Background: an optimization exercise with open tools, aiming at a short achievable clock period and few clock cycles. Do not read the settings as production practice. The RTL was checked by simulation tests, not by an equivalence proof against the original design. No activity file was given, so power comes from the tool's default toggle rates.

===== flow/design.v =====
module cpu_apb (
	input  logic        clk,
	input  logic        rst_n,
	input  logic        psel,
	input  logic        penable,
	input  logic        pwrite,
	input  logic [11:0] paddr,
	input  logic [15:0] pwdata,
	output logic [15:0] prdata,
	output logic        pready,
	output logic        pslverr
);
	logic [15:0] imem [64];
	logic [15:0] dmem [64];
	logic [15:0] rf [16];
	logic       busy_q;    
	logic       fin_q;     
	logic [1:0] st_q;      
	logic [5:0] hpc_q;     
	logic       fin_nx;
	logic [1:0] st_nx;
	logic [5:0] hpc_nx;
	logic       busy_nx;   
	logic       start;
	logic        setup;
	logic        a_imem, a_dmem, a_ctrl, a_stat, a_bad;
	logic [5:0]  ba_q;
	logic [15:0] bd_q;
	logic        biw_q, bdw_q, bdr_q;
	logic        pready_q, pslverr_q;
	logic [15:0] prdata_q;
	assign setup  = psel & ~penable;
	assign a_imem = paddr[11:6] == 6'h00;
	assign a_dmem = paddr[11:6] == 6'h08;
	assign a_ctrl = paddr == 12'h100;
	assign a_stat = paddr == 12'h104;
	assign a_bad  = ~(a_imem | a_dmem | a_ctrl | a_stat);
	assign busy_nx = busy_q & ~fin_q;
	assign start   = setup & pwrite & a_ctrl & pwdata[0] & ~busy_nx;
	always_ff @(posedge clk or negedge rst_n) begin
		if (!rst_n) begin
			ba_q      <= '0;
			bd_q      <= '0;
			biw_q     <= 1'b0;
			bdw_q     <= 1'b0;
			bdr_q     <= 1'b0;
			pready_q  <= 1'b1;
			pslverr_q <= 1'b0;
			prdata_q  <= '0;
		end else begin
			if (setup) begin
				ba_q      <= paddr[5:0];
				bd_q      <= pwdata;
				biw_q     <= a_imem & pwrite & ~busy_nx;
				bdw_q     <= a_dmem & pwrite & ~busy_nx;
				bdr_q     <= a_dmem & ~pwrite & ~busy_nx;
				pready_q  <= ~(a_dmem & ~pwrite & ~busy_nx);
				pslverr_q <= a_bad | ((a_imem | a_dmem) & busy_nx);
			end else begin
				biw_q    <= 1'b0;
				bdw_q    <= 1'b0;
				bdr_q    <= 1'b0;
				pready_q <= 1'b1;
			end
			if (bdr_q) begin
				prdata_q <= dmem[ba_q];
			end else begin
				prdata_q <= {hpc_nx, 8'b0, st_nx};
			end
		end
	end
	assign prdata  = prdata_q;
	assign pready  = pready_q;
	assign pslverr = pslverr_q;
	logic        fon_q;
	logic [5:0]  pc_q;
	logic [5:0]  pc1_q;    
	logic [15:0] ins;
	logic [15:0] ins1;
	logic [5:0]  nx;
	logic [5:0]  pc0;
	logic        f_jmp, f_hlt, f_nop;
	logic        stall;
	assign ins   = imem[pc_q];
	assign ins1  = imem[pc1_q];
	assign f_jmp = ins[15:12] == 4'd11;
	assign f_hlt = ins[15:12] == 4'd12;
	assign f_nop = ins[15:12] >= 4'd13;
	assign nx    = (ins1[15:12] == 4'd11) ? ins1[5:0] : pc1_q;
	assign pc0   = (imem[0][15:12] == 4'd11) ? imem[0][5:0] : 6'd0;
	always_ff @(posedge clk or negedge rst_n) begin
		if (!rst_n) begin
			fon_q <= 1'b0;
			pc_q  <= '0;
			pc1_q <= 6'd1;
		end else if (start) begin
			fon_q <= 1'b1;
			pc_q  <= pc0;
			pc1_q <= pc0 + 6'd1;
		end else if (fon_q & ~stall) begin
			if (f_jmp) begin
				pc_q  <= ins[5:0];
				pc1_q <= ins[5:0] + 6'd1;
			end else if (f_hlt) begin
				fon_q <= 1'b0;
			end else begin
				pc_q  <= nx;
				pc1_q <= nx + 6'd1;
			end
		end
	end
	logic        r_v;      
	logic        r_hlt;
	logic [15:0] r_ir;
	logic [3:0]  r_op, r_d, r_s1, r_s2, r_sb;
	logic        r_rr, r_sh, r_lw, r_sw, r_lli, r_usea, r_useb;
	logic [15:0] r_a, r_b;
	always_ff @(posedge clk or negedge rst_n) begin
		if (!rst_n) begin
			r_v   <= 1'b0;
			r_hlt <= 1'b0;
			r_ir  <= '0;
		end else if (start | fin_q) begin
			r_v   <= 1'b0;
			r_hlt <= 1'b0;
		end else if (~stall) begin
			r_v   <= fon_q & ~f_jmp & ~f_hlt & ~f_nop;
			r_hlt <= fon_q & f_hlt;
			r_ir  <= ins;
		end
	end
	assign r_op   = r_ir[15:12];
	assign r_d    = r_ir[11:8];
	assign r_s1   = r_ir[7:4];
	assign r_s2   = r_ir[3:0];
	assign r_rr   = r_op <= 4'd4;
	assign r_sh   = (r_op >= 4'd5) & (r_op <= 4'd7);
	assign r_lw   = r_op == 4'd8;
	assign r_sw   = r_op == 4'd9;
	assign r_lli  = r_op == 4'd10;
	assign r_usea = r_rr | r_sh | r_lw | r_sw;
	assign r_useb = r_rr | r_sw;
	assign r_sb   = r_sw ? r_d : r_s2;
	logic        x_wr, x_ld, x_st;
	logic [3:0]  x_d;
	logic [15:0] x_res;
	logic        m_ld, m_st;
	logic [3:0]  m_d;
	logic [5:0]  m_addr;
	logic [15:0] m_res;
	always_comb begin
		if (x_wr && x_d == r_s1) r_a = x_res;
		else if (m_ld && m_d == r_s1) r_a = m_res;
		else r_a = rf[r_s1];
		if (x_wr && x_d == r_sb) r_b = x_res;
		else if (m_ld && m_d == r_sb) r_b = m_res;
		else r_b = rf[r_sb];
	end
	assign stall = r_v & x_ld & ((r_usea & (x_d == r_s1)) | (r_useb & (x_d == r_sb)));
	logic [15:0] x_a, x_b;
	logic        x_cin;
	logic        x_add, x_and, x_or, x_xor, x_sll, x_srl, x_sra;
	logic [3:0]  x_k;       
	logic [15:0] x_sum;
	always_ff @(posedge clk or negedge rst_n) begin
		if (!rst_n) begin
			x_wr  <= 1'b0;
			x_ld  <= 1'b0;
			x_st  <= 1'b0;
			x_d   <= '0;
			x_a   <= '0;
			x_b   <= '0;
			x_cin <= 1'b0;
			x_add <= 1'b0;
			x_and <= 1'b0;
			x_or  <= 1'b0;
			x_xor <= 1'b0;
			x_sll <= 1'b0;
			x_srl <= 1'b0;
			x_sra <= 1'b0;
			x_k   <= '0;
		end else begin
			x_wr  <= r_v & ~stall & (r_rr | r_sh | r_lli);
			x_ld  <= r_v & ~stall & r_lw;
			x_st  <= r_v & ~stall & r_sw;
			x_d   <= r_d;
			x_a   <= r_lli ? 16'd0 : r_a;
			x_b   <= r_lli ? {{8{r_ir[7]}}, r_ir[7:0]} : ((r_op == 4'd1) ? ~r_b : r_b);
			x_cin <= r_op == 4'd1;
			x_add <= r_op <= 4'd1;
			x_and <= r_op == 4'd2;
			x_or  <= (r_op == 4'd3) | r_lli;
			x_xor <= r_op == 4'd4;
			x_sll <= r_op == 4'd5;
			x_srl <= r_op == 4'd6;
			x_sra <= r_op == 4'd7;
			x_k   <= r_s2;
		end
	end
	assign x_sum = x_a + x_b + {15'd0, x_cin};
	assign x_res = ({16{x_add}} & x_sum)
	             | ({16{x_and}} & (x_a & x_b))
	             | ({16{x_or}}  & (x_a | x_b))
	             | ({16{x_xor}} & (x_a ^ x_b))
	             | ({16{x_sll}} & (x_a << x_k))
	             | ({16{x_srl}} & (x_a >> x_k))
	             | ({16{x_sra}} & 16'($signed(x_a) >>> x_k));
	logic [15:0] m_sd;
	always_ff @(posedge clk or negedge rst_n) begin
		if (!rst_n) begin
			m_ld   <= 1'b0;
			m_st   <= 1'b0;
			m_d    <= '0;
			m_addr <= '0;
			m_sd   <= '0;
		end else begin
			m_ld   <= x_ld;
			m_st   <= x_st;
			m_d    <= x_d;
			m_addr <= x_a[5:0] + {2'b00, x_k};
			m_sd   <= x_b;
		end
	end
	assign m_res = dmem[m_addr];
	always_ff @(posedge clk or negedge rst_n) begin
		if (!rst_n) begin
			for (int i = 0; i < 16; i++) rf[i] <= '0;
		end else begin
			if (m_ld) rf[m_d] <= m_res;
			if (x_wr) rf[x_d] <= x_res;
		end
	end
	always_ff @(posedge clk) begin
		if (m_st) dmem[m_addr] <= m_sd;
		else if (bdw_q) dmem[ba_q] <= bd_q;
	end
	always_ff @(posedge clk) begin
		if (biw_q) imem[ba_q] <= bd_q;
	end
	assign fin_nx = busy_q & ~fin_q &
	                ((fon_q & ~stall & f_hlt & ~(r_v & (r_lw | r_sw))) | r_hlt);
	assign st_nx  = start ? 2'd1 : (fin_nx ? 2'd2 : st_q);
	assign hpc_nx = (fon_q & ~stall & f_hlt) ? pc_q : hpc_q;
	always_ff @(posedge clk or negedge rst_n) begin
		if (!rst_n) begin
			busy_q <= 1'b0;
			fin_q  <= 1'b0;
			st_q   <= 2'd0;
			hpc_q  <= '0;
		end else begin
			busy_q <= start | busy_nx;
			fin_q  <= fin_nx;
			st_q   <= st_nx;
			hpc_q  <= hpc_nx;
		end
	end
endmodule

===== flow/constraint.sdc =====
create_clock -name core_clock -period 7.5 [get_ports {clk}]
set_input_delay 1.5000 -clock core_clock [delete_from_list [all_inputs] [get_ports {clk}]]
set_output_delay 1.5000 -clock core_clock [all_outputs]
set_load 0.01 [all_outputs]

===== flow/config.mk =====
export PLATFORM = sky130hd
export DESIGN_NAME = cpu_apb
export DESIGN_NICKNAME = cpu_apb
export VERILOG_FILES = /design/flow/design.v
export SDC_FILE = /design/flow/constraint.sdc
export NUM_CORES = 4
export LEC_CHECK = 0
export ABC_CLOCK_PERIOD_IN_PS = 2500
export CAP_MARGIN = 20
export CORE_MARGIN = 2
export CORE_UTILIZATION = 40
export PLACE_DENSITY = 0.6
export SETUP_SLACK_MARGIN = 5
export SLEW_MARGIN = 20

===== flow/run.sh =====
#!/bin/bash
# synth_recipe.tcl (not shown) runs the flow's synth.tcl, then flattens the netlist and writes it again
# the make line also repeats each setting of config.mk as NAME=value (left out here)
make -C /OpenROAD-flow-scripts/flow DESIGN_CONFIG=/design/flow/config.mk WORK_HOME=/design/flow/orfs CLKGATE_MAP_FILE= SYNTH_SCRIPT=/design/flow/synth_recipe.tcl finish

==> impl_metrics.yaml <==
outcome:
  status: "finished clean"
synth:
  synthArstFlopShare: 0.170
  synth-warning-count: 2
  synth-main-ff-cell: "edfxtp_1"
  ys_ff_latch: 2467
  synth_cells: 7093
  synth-edff-count: 2048
  synth.avg_cell_area_um2: 16.0
  synth.distinct_cells: 91
  syn_area_um2: 114000
  yosysSeqAreaShare: 0.634
  synth_fp_nets: 7167
floorplan:
  die-area_um2: 288000
  die_w_um: 537
  pin_count: 51
  start_util: 0.402
  rows: 195
  die-height_um: 537
  core_region_area_um2: 282000
min_path:
  min_path_type: "flip-flop to flip-flop"
  min-delay-start: "x_st"
timing:
  fmax_ghz: 0.269
  timing.setup.tns_ns: 0
  clock_skew_ns: 0.0744
  grt_setup_unrepaired: "true"
  fin_crit_ns: 3.71
  tightestPinTransition_ns: 1.19
  timing.final.ws_setup_ns: 3.79
  maxSlewHeadroom: 0.204
  slew_viol_final: 0
  finalCritPeriodShare: 0.495
  finalHoldViolations: 0
  finalSetupViolCount: 0
layout:
  area_growth_pct: 26.3
  drive_gt1_frac: 0.367
  final_nets: 7864
  multiInputGateArea_um2: 43500
  seq_area_um2: 72100
  fill_cells: 22300
detailed_routing:
  routed_via_density: 6.81
  num_vias: 80100
  dr.pass1.iters: 10
  ant_nets: 0
  wl_per_cell_um: 37.3
  route.detailed.drc: 0
  drt-initial-drc-count: 13100
  wl_um: 439000
place:
  io_buffers: 50
  place_congestion: 0.952
  dp_hpwl_um: 235000
  pre_cts_ws_ns: 2.37
clock_tree:
  clockRootBuffer: "clkbuf_16"
  clkLatencyLatePin_ns: 0.89
  cts_max_level: 5
  clock_path_buffers: 4
  cts_tree: "built"
  cts_buffers: 272
  clkSlewWorstSetupHoldPaths_ns: 0.07
  clock_sink_count: 2467
power_and_ir_drop:
  vdd_ir_drop_max_v: 0.000262
  leakage_nw: 47.6
  p_per_area_nw_per_um2: 407
setup_path:
  r2r-start: "m_addr[0]"
  crit_arrival_ns: 4.39
  end_kind: "flip-flop"
  critPathRequiredTime_ns: 8.18
  worst-setup-path-type: "flip-flop to flip-flop"
  start_kind: "flip-flop"
  startpoint: "m_addr[0]"
  cp_max_fo: 8
global_route:
  grt_pass1_vias: 76500
  antenna_found_initial: 29
  overflow: 0
  met3_usage: 0.0871
  met2_usage: 0.439
  grt.busiest_layer: "met2"
  grt.total_usage: 0.295
  grt_max_degree: 171
  grt_pass1_wl_um: 600000
  grt.met1_usage: 0.388
job:
  cap_violations: 0
[critical path: stages (launching register included)]
cell      delay (ns)
dfrtp_4         0.46
buf_12          0.13
buf_12          0.15
buf_16          0.17
mux4_2          0.52
mux4_2          0.57
mux4_2          0.68
nand2_1         0.12
o211ai_1        0.26
o21ai_1         0.21
xnor2_1         0.14
a21oi_1         0.10
[flip-flops by register name, summed over array words and instances (netlist names), 2 cells and up]
signal	flops
ba_q	6
rf	256
pc1_q	6
pc_q	6
m_d	4
r_ir	16
m_sd	16
bd_q	16
m_addr	6
x_k	4
x_a	16
x_d	4
hpc_q	6
prdata_q	16
imem	1024
st_q	2
x_b	16
dmem	1024
[worst paths after layout]
kind	endpoint	slack [ns]	cells after the start
worst max-delay path	x_b[11]	3.79	11
worst min-delay path	m_st	0.34	0
worst max register to register	x_b[11]	3.79	11
worst min register to register	m_st	0.34	0
max in group asynchronous	ba_q[3]	5.35	2
min in group asynchronous	rf[3][0]	0.70	1
[synthesized netlist by cell type (all sizes together) (13+ instances only)]
master / number / share of area
ha: 38 / 0.0042
or3: 13 / 0.00072
dfrtp: 417 / 0.092
nand3: 57 / 0.0026
a211oi: 80 / 0.0053
mux4: 771 / 0.15
inv: 61 / 0.0020
nand4: 89 / 0.0049
clkbuf: 399 / 0.013
a221oi: 93 / 0.0072
nor4: 41 / 0.0031
mux2: 79 / 0.0078
a221o: 13 / 0.0011
a21oi: 203 / 0.0089
nor2b: 70 / 0.0039
o21ai: 262 / 0.012
a22oi: 592 / 0.039
nor2: 334 / 0.011
nand2: 381 / 0.013
edfxtp: 2048 / 0.54
nand4b: 63 / 0.0049
buf: 180 / 0.0088
a31oi: 48 / 0.0026
a41oi: 50 / 0.0039
xnor2: 37 / 0.0029
o22ai: 46 / 0.0025
nand2b: 40 / 0.0022
and3: 13 / 0.00072
nor3: 42 / 0.0019
o211ai: 46 / 0.0030
a22o: 101 / 0.0078
mux2i: 227 / 0.020
[report_power, final]
part	total [W]	switching, W	internal (W)
sequential	0.0179	0.00130	0.0166
clock	0.0131	0.00563	0.00749
combinational	0.0273	0.0150	0.0122
[timing repair]
item                        CTS  global route
setup endpoints to repair  2990          1644
pin swaps                   232           167
setup buffers               478           143
resized for setup           844           391
cloned                       86            20
hold buffers                  0             0
[metrics by stage]
step / total power [W] / cells / hold slack, ns / utilization / instance area (µm²)
after global routing: 0.0596 / 11700 / 0.349 / 0.508 / 143000
after floorplan: 0.0311 / 7093 / 0.331 / - / 116000
after CTS: 0.0557 / 11600 / 0.345 / 0.495 / 140000
final: 0.0583 / 11800 / 0.342 / 0.508 / 143000
after detailed placement: 0.0371 / 10500 / 0.375 / 0.425 / 120000
after global placement: 0.0369 / 10500 / 0.371 / 0.425 / 120000
[layout by cell type (no fill, tap or decap), types with 34 or more instances in the layout]
cell       synthesis  layout
nand3_1           56      48
mux2i_1          226     200
mux2_4             0      36
a21oi_1          203     176
nand2b_1          40      34
buf_6              6     112
o21ai_0          162      52
a22o_1           101     100
clkinv_2           0      42
nand2_2            0      49
clkbuf_16          0     297
dfrtp_1          417     371
nand2_4            0      34
a211oi_2           0      62
o211ai_1          46      46
nand4_1           89      89
buf_12             6     272
nand2_1          381     293
dfrtp_2            0      34
nand4b_1          63      63
clkbuf_1         399      58
a221oi_1          93      68
inv_1             59      46
o21ai_1           99     177
buf_16             0     106
buf_4             13     395
nor2b_1           70      60
edfxtp_1        2048    2048
nor2_4             0     152
nor2_1           334     155
a22oi_1          592     563
mux2_2            75      42
buf_8              2      42
mux4_2           746     750
clkinv_1           4      51
ha_1              38      36
[metal layers]
layer / wire, µm / share of wire
met5: 119 / 0.00027
met4: 30000 / 0.068
met3: 59800 / 0.14
met2: 195000 / 0.44
met1: 155000 / 0.35
[cell families (layout without fill, tap and decap cells)]
kind of cell,Yosys count,count (layout),share of synthesized area
adders and majority gates,41,41,0.00472
other,0,19,0
muxes,1077,1077,0.182
DFF,2467,2467,0.634
buffers and inverters,644,1546,0.0242
and+or+nand+nor,1192,1196,0.0518
xor gates and xnor gates,47,47,0.00363
AOI/OAI and AO/OA,1625,1627,0.0999
[cell type report]
cell class,count,area share
tap,3743,0.0327
sequential,2467,0.503
multi-input combinational,3988,0.303
antenna,19,0.000332
clock buffer,348,0.0511
clock inverter,137,0.00831
timing repair buffer,996,0.0998
inverter,65,0.00187
Testbench counts, summed over its fixed seeds: cycles 9,866.

-- separate check: timing with driven ports --
The results above use ideal ports. As a check the final layout listed here was re-extracted and re-timed, cells and wires unchanged.
Step 1: set_driving_cell puts a clkbuf_16 on clk and a buf_2 on each other input, an assumption about the parent block.
Step 2 moves the port delays by t, midway between the first and last clock arrival at a register: inputs arrive t later, outputs are due t later. That takes back most of the time a late clock gives input paths.
Three values: ideal ports, drivers, drivers and shift; two values: the first two.
shift t [ns]: 0.943
slack for setup (ns): 3.787 / 3.787 / 3.227
worst setup path after step 2: input to register
clock arrival spread, ns: 0.082 / 0.081
worst data-port slew with drivers (ns): 0.16
After both steps this run still meets setup and hold. The setup slack of this run moves by 0.000 ns with the drivers and by -0.560 ns with both steps.
